What follows belongs to an exercise in optimizing a design on an open flow for small area, a short achievable clock period and few clock cycles; a production flow would make more cautious choices. The RTL was checked by simulation tests, not by an equivalence proof against the original design. Power figures rest on the tool's default switching activity, not on a simulated workload.

## link_bridge
module link_bridge (
    input  logic        i_clk,
    input  logic        i_rst,
    input  logic        wb_cyc_i,
    input  logic        wb_stb_i,
    input  logic        wb_we_i,
    input  logic [1:0]  wb_sel_i,
    input  logic [23:0] wb_adr_i,
    input  logic [15:0] wb_dat_i,
    input  logic        wb_burst4_i,
    input  logic        wb_burst8_i,
    output logic [15:0] wb_dat_o,
    output logic        wb_ack_o,
    output logic        wb_err_o,
    output logic        link_dir_o
);
Size: roughly 2300 cells after synthesis, about 1100 flip-flops, ~68 I/O pins, ~0.040 mm² of cells after synthesis.
export LEC_CHECK = 0
export CAP_MARGIN = 20
export CORE_MARGIN = 2
export CORE_UTILIZATION = 75
export CTS_CLUSTER_DIAMETER = 80
export CTS_CLUSTER_SIZE = 25
export PLACE_DENSITY = 0.85
export SETUP_SLACK_MARGIN = 4.3
export SLEW_MARGIN = 20
create_clock -name core_clock -period 6.5 [get_ports {i_clk}]
run.sh (not shown) runs the stock make flow with config.mk's settings and CLKGATE_MAP_FILE= SYNTH_SCRIPT=/design/flow/synth_recipe.tcl, a recipe that flattens the netlist after the stock synthesis.
Testbench counts at the start, summed over its fixed seeds: cycles 15,650.
Edit:
- CORE_UTILIZATION: 75 -> 50
- PLACE_DENSITY: 0.85 -> unset
- SETUP_SLACK_MARGIN: 4.3 -> 4.1
Effect:
- worst setup slack improves by 0.0080 ns
- hold slack degrades by 0.10 ns
- synthesized area does not change
- wire length increases slightly
- sequential cell count stays the same
- utilization decreases by 27 points
- critical path depth is unchanged
- synthesized cell count does not change

---

old:
link_bridge, a different RTL version from the one above (not shown whole).
For scale: ~2500 cells after synthesis, about 1100 flip-flops, roughly 68 I/O pins, about 41000 sq um of cells after synthesis.
Settings: LEC_CHECK=0, CAP_MARGIN=20, CORE_MARGIN=2, CORE_UTILIZATION=50, CTS_CLUSTER_DIAMETER=80, CTS_CLUSTER_SIZE=25, SETUP_SLACK_MARGIN=3.9, SLEW_MARGIN=20; clock period 6.5 ns.
standard.sh (not shown) runs the stock make flow with config.mk's settings and CLKGATE_MAP_FILE= SYNTH_SCRIPT=/design/flow/synth_recipe.tcl, a recipe that flattens the netlist after the stock synthesis.
==> flow/flow/run.sh <==
#!/bin/bash
# The standard layout, with the port buffers made of plain buffers (which
# timing repair can resize) instead of delay cells.
set -euo pipefail
bash standard.sh synth > synth.log 2>&1
bash standard.sh finish 'BUFFER_PORTS_ARGS=-buffer_cell sky130_fd_sc_hd__buf_2' > layout.log 2>&1
old | status: complete | timing, DRC, antenna: pass
Testbench counts of old, summed over its fixed seeds: cycles 15,650.
The following lists how new was set up differently from old:
==> flow/run.sh (new file) <==
#!/bin/bash
# synth_recipe.tcl (not shown) runs the flow's synth.tcl, then flattens the netlist and writes it again
# the make line also repeats each setting of config.mk as NAME=value (left out here)
make -C /OpenROAD-flow-scripts/flow DESIGN_CONFIG=/design/flow/config.mk WORK_HOME=/design/flow/orfs CLKGATE_MAP_FILE= SYNTH_SCRIPT=/design/flow/synth_recipe.tcl finish
removed: flow/flow/run.sh
removed: flow/standard.sh
Notes after the runs:
- new reached the final stage; the timing, DRC and antenna checks on its layout passed.
- Re area of the die: no difference whatsoever between old and new.
- Fmax down about 1.7% in new wrt old
- Relative to old, critical path depth has increased by 1 in new.
- new: clock-buffer cell count higher than old
- [compare] base=old new=new: design area shows an increase of 570 sq um, filler cell count in the final layout closely matched the old numbers, sequential share of cell area fell by 0.91 points, final worst setup slack fell by 0.047 ns.
- new vs old — routed wire length dropped 970 microns.

---

RTL: one of the versions met above, not the one the previous note started from.
Size in the first run: about 1,100 flip-flops, about 68 I/O pins, roughly 40,000 sq um of cells after synthesis.
// link_bridge
module link_bridge (
    input  logic        i_clk,
    input  logic        i_rst,
    input  logic        wb_cyc_i,
    input  logic        wb_stb_i,
    input  logic        wb_we_i,
    input  logic [1:0]  wb_sel_i,
    input  logic [23:0] wb_adr_i,
    input  logic [15:0] wb_dat_i,
    input  logic        wb_burst4_i,
    input  logic        wb_burst8_i,
    output logic [15:0] wb_dat_o,
    output logic        wb_ack_o,
    output logic        wb_err_o,
    output logic        link_dir_o
);
==> flow/config.mk <==
export PLATFORM = sky130hd
export DESIGN_NAME = link_bridge
export DESIGN_NICKNAME = link_bridge
export VERILOG_FILES = /design/flow/design.v
export SDC_FILE = /design/flow/constraint.sdc
export NUM_CORES = 4
export LEC_CHECK = 0
export CAP_MARGIN = 20
export CORE_MARGIN = 2
export CORE_UTILIZATION = 60
export CTS_CLUSTER_DIAMETER = 50
export CTS_CLUSTER_SIZE = 16
export SETUP_SLACK_MARGIN = 4.3
export SLEW_MARGIN = 20
==> flow/constraint.sdc <==
create_clock -name core_clock -period 6.5 [get_ports {i_clk}]
set_input_delay 1.3000 -clock core_clock [delete_from_list [all_inputs] [get_ports {i_clk}]]
set_output_delay 1.3000 -clock core_clock [all_outputs]
set_load 0.01 [all_outputs]
run.sh (not shown) runs the stock make flow with config.mk's settings and CLKGATE_MAP_FILE= SYNTH_SCRIPT=/design/flow/synth_recipe.tcl, a recipe that flattens the netlist after the stock synthesis.
Stock flow here: none of the scripts above is used.
Testbench counts at the start, summed over its fixed seeds: cycles 15,650.
Edit:
==> flow/flow/run.sh (new file) <==
#!/bin/bash
# The standard layout, with the port buffers made of plain buffers (which
# timing repair can resize) instead of delay cells.
set -euo pipefail
bash standard.sh synth > synth.log 2>&1
bash standard.sh finish 'BUFFER_PORTS_ARGS=-buffer_cell sky130_fd_sc_hd__buf_2' > layout.log 2>&1
==> flow/standard.sh (new file) <==
#!/bin/bash
# synth_recipe.tcl (not shown) runs the flow's synth.tcl, then flattens the netlist and writes it again
# the make line also repeats each setting of config.mk as NAME=value (left out here)
make -C /OpenROAD-flow-scripts/flow DESIGN_CONFIG=/design/flow/config.mk WORK_HOME=/design/flow/orfs CLKGATE_MAP_FILE= SYNTH_SCRIPT=/design/flow/synth_recipe.tcl "${@:-finish}"
Settings changed: CTS_CLUSTER_DIAMETER 50 to 80, CTS_CLUSTER_SIZE 16 to 25.
removed: flow/run.sh
Result: Wire length is higher by 0.70%; area after synthesis stays the same; cell area shrinks by 4.2%; die area is unchanged.
Edit:
==> flow/run.sh (new file) <==
#!/bin/bash
# synth_recipe.tcl (not shown) runs the flow's synth.tcl, then flattens the netlist and writes it again
# the make line also repeats each setting of config.mk as NAME=value (left out here)
make -C /OpenROAD-flow-scripts/flow DESIGN_CONFIG=/design/flow/config.mk WORK_HOME=/design/flow/orfs CLKGATE_MAP_FILE= SYNTH_SCRIPT=/design/flow/synth_recipe.tcl finish
removed: flow/flow/run.sh
removed: flow/standard.sh
The new run finished clean; via count hardly moves; maximum frequency rises by a few percent; setup slack improves by 0.063 ns; clock-buffer cell count stays the same; core utilization went up by 0.48 points; power is about the same; critical path depth stays the same; design area went up slightly; wire length falls slightly; register-to-register slack barely changes.
Edit:
==> flow/flow/run.sh (new file) <==
#!/bin/bash
# The standard layout, with the port buffers made of plain buffers (which
# timing repair can resize) instead of delay cells.
set -euo pipefail
bash standard.sh synth > synth.log 2>&1
bash standard.sh finish 'BUFFER_PORTS_ARGS=-buffer_cell sky130_fd_sc_hd__buf_2' > layout.log 2>&1
==> flow/standard.sh (new file) <==
#!/bin/bash
# synth_recipe.tcl (not shown) runs the flow's synth.tcl, then flattens the netlist and writes it again
# the make line also repeats each setting of config.mk as NAME=value (left out here)
make -C /OpenROAD-flow-scripts/flow DESIGN_CONFIG=/design/flow/config.mk WORK_HOME=/design/flow/orfs CLKGATE_MAP_FILE= SYNTH_SCRIPT=/design/flow/synth_recipe.tcl "${@:-finish}"
Settings changed: CORE_UTILIZATION 60 to 50, SETUP_SLACK_MARGIN 4.3 to 4.1.
removed: flow/run.sh
=> The new run produced a clean layout. Die area climbs by about a fifth. Count of clock-buffer cells in the layout drops by 3. Wire length climbs slightly. Global-route usage drops by 4.8 points. First-iteration DRC count drops slightly. Synthesized cell count is unchanged.

==> separate check: timing with driven ports <==
The flow's constraints put no driver on any port. The routed layouts listed below were extracted and timed again, unchanged, in two steps. Step 1 assumes that a clkbuf_16 drives the clock port and a buf_2 every other input. Step 2, shift: input delay + t, output delay - t, t = (earliest + latest rising clock arrival at the registers) / 2. This alone moves slack from input paths to output paths. Three values: ideal ports, drivers, drivers and shift; two values: the first two.
run	t (ns)	slack for setup (ns)	latest minus earliest clock arrival (ns)
the first run of note 1	0.694	4.067 / 4.002 / 3.644	0.023 / 0.023
the second run of note 1	0.694	4.075 / 4.008 / 3.537	0.026 / 0.026
old	0.707	3.844 / 3.844 / 3.543	0.041 / 0.041
new	0.705	3.797 / 3.797 / 3.364	0.024 / 0.024
the first run of note 3	0.704	4.083 / 4.018 / 3.671	0.024 / 0.024
the second run of note 3	0.694	4.019 / 3.951 / 3.750	0.023 / 0.022
the third run of note 3	0.695	4.082 / 4.015 / 3.673	0.031 / 0.031
the fourth run of note 3	0.696	4.061 / 3.993 / 3.711	0.041 / 0.041
After both steps every run listed still meets setup and hold. The setup slack of the second run of note 1, which loses most, moves by -0.067 ns with the drivers and by -0.538 ns with both steps.
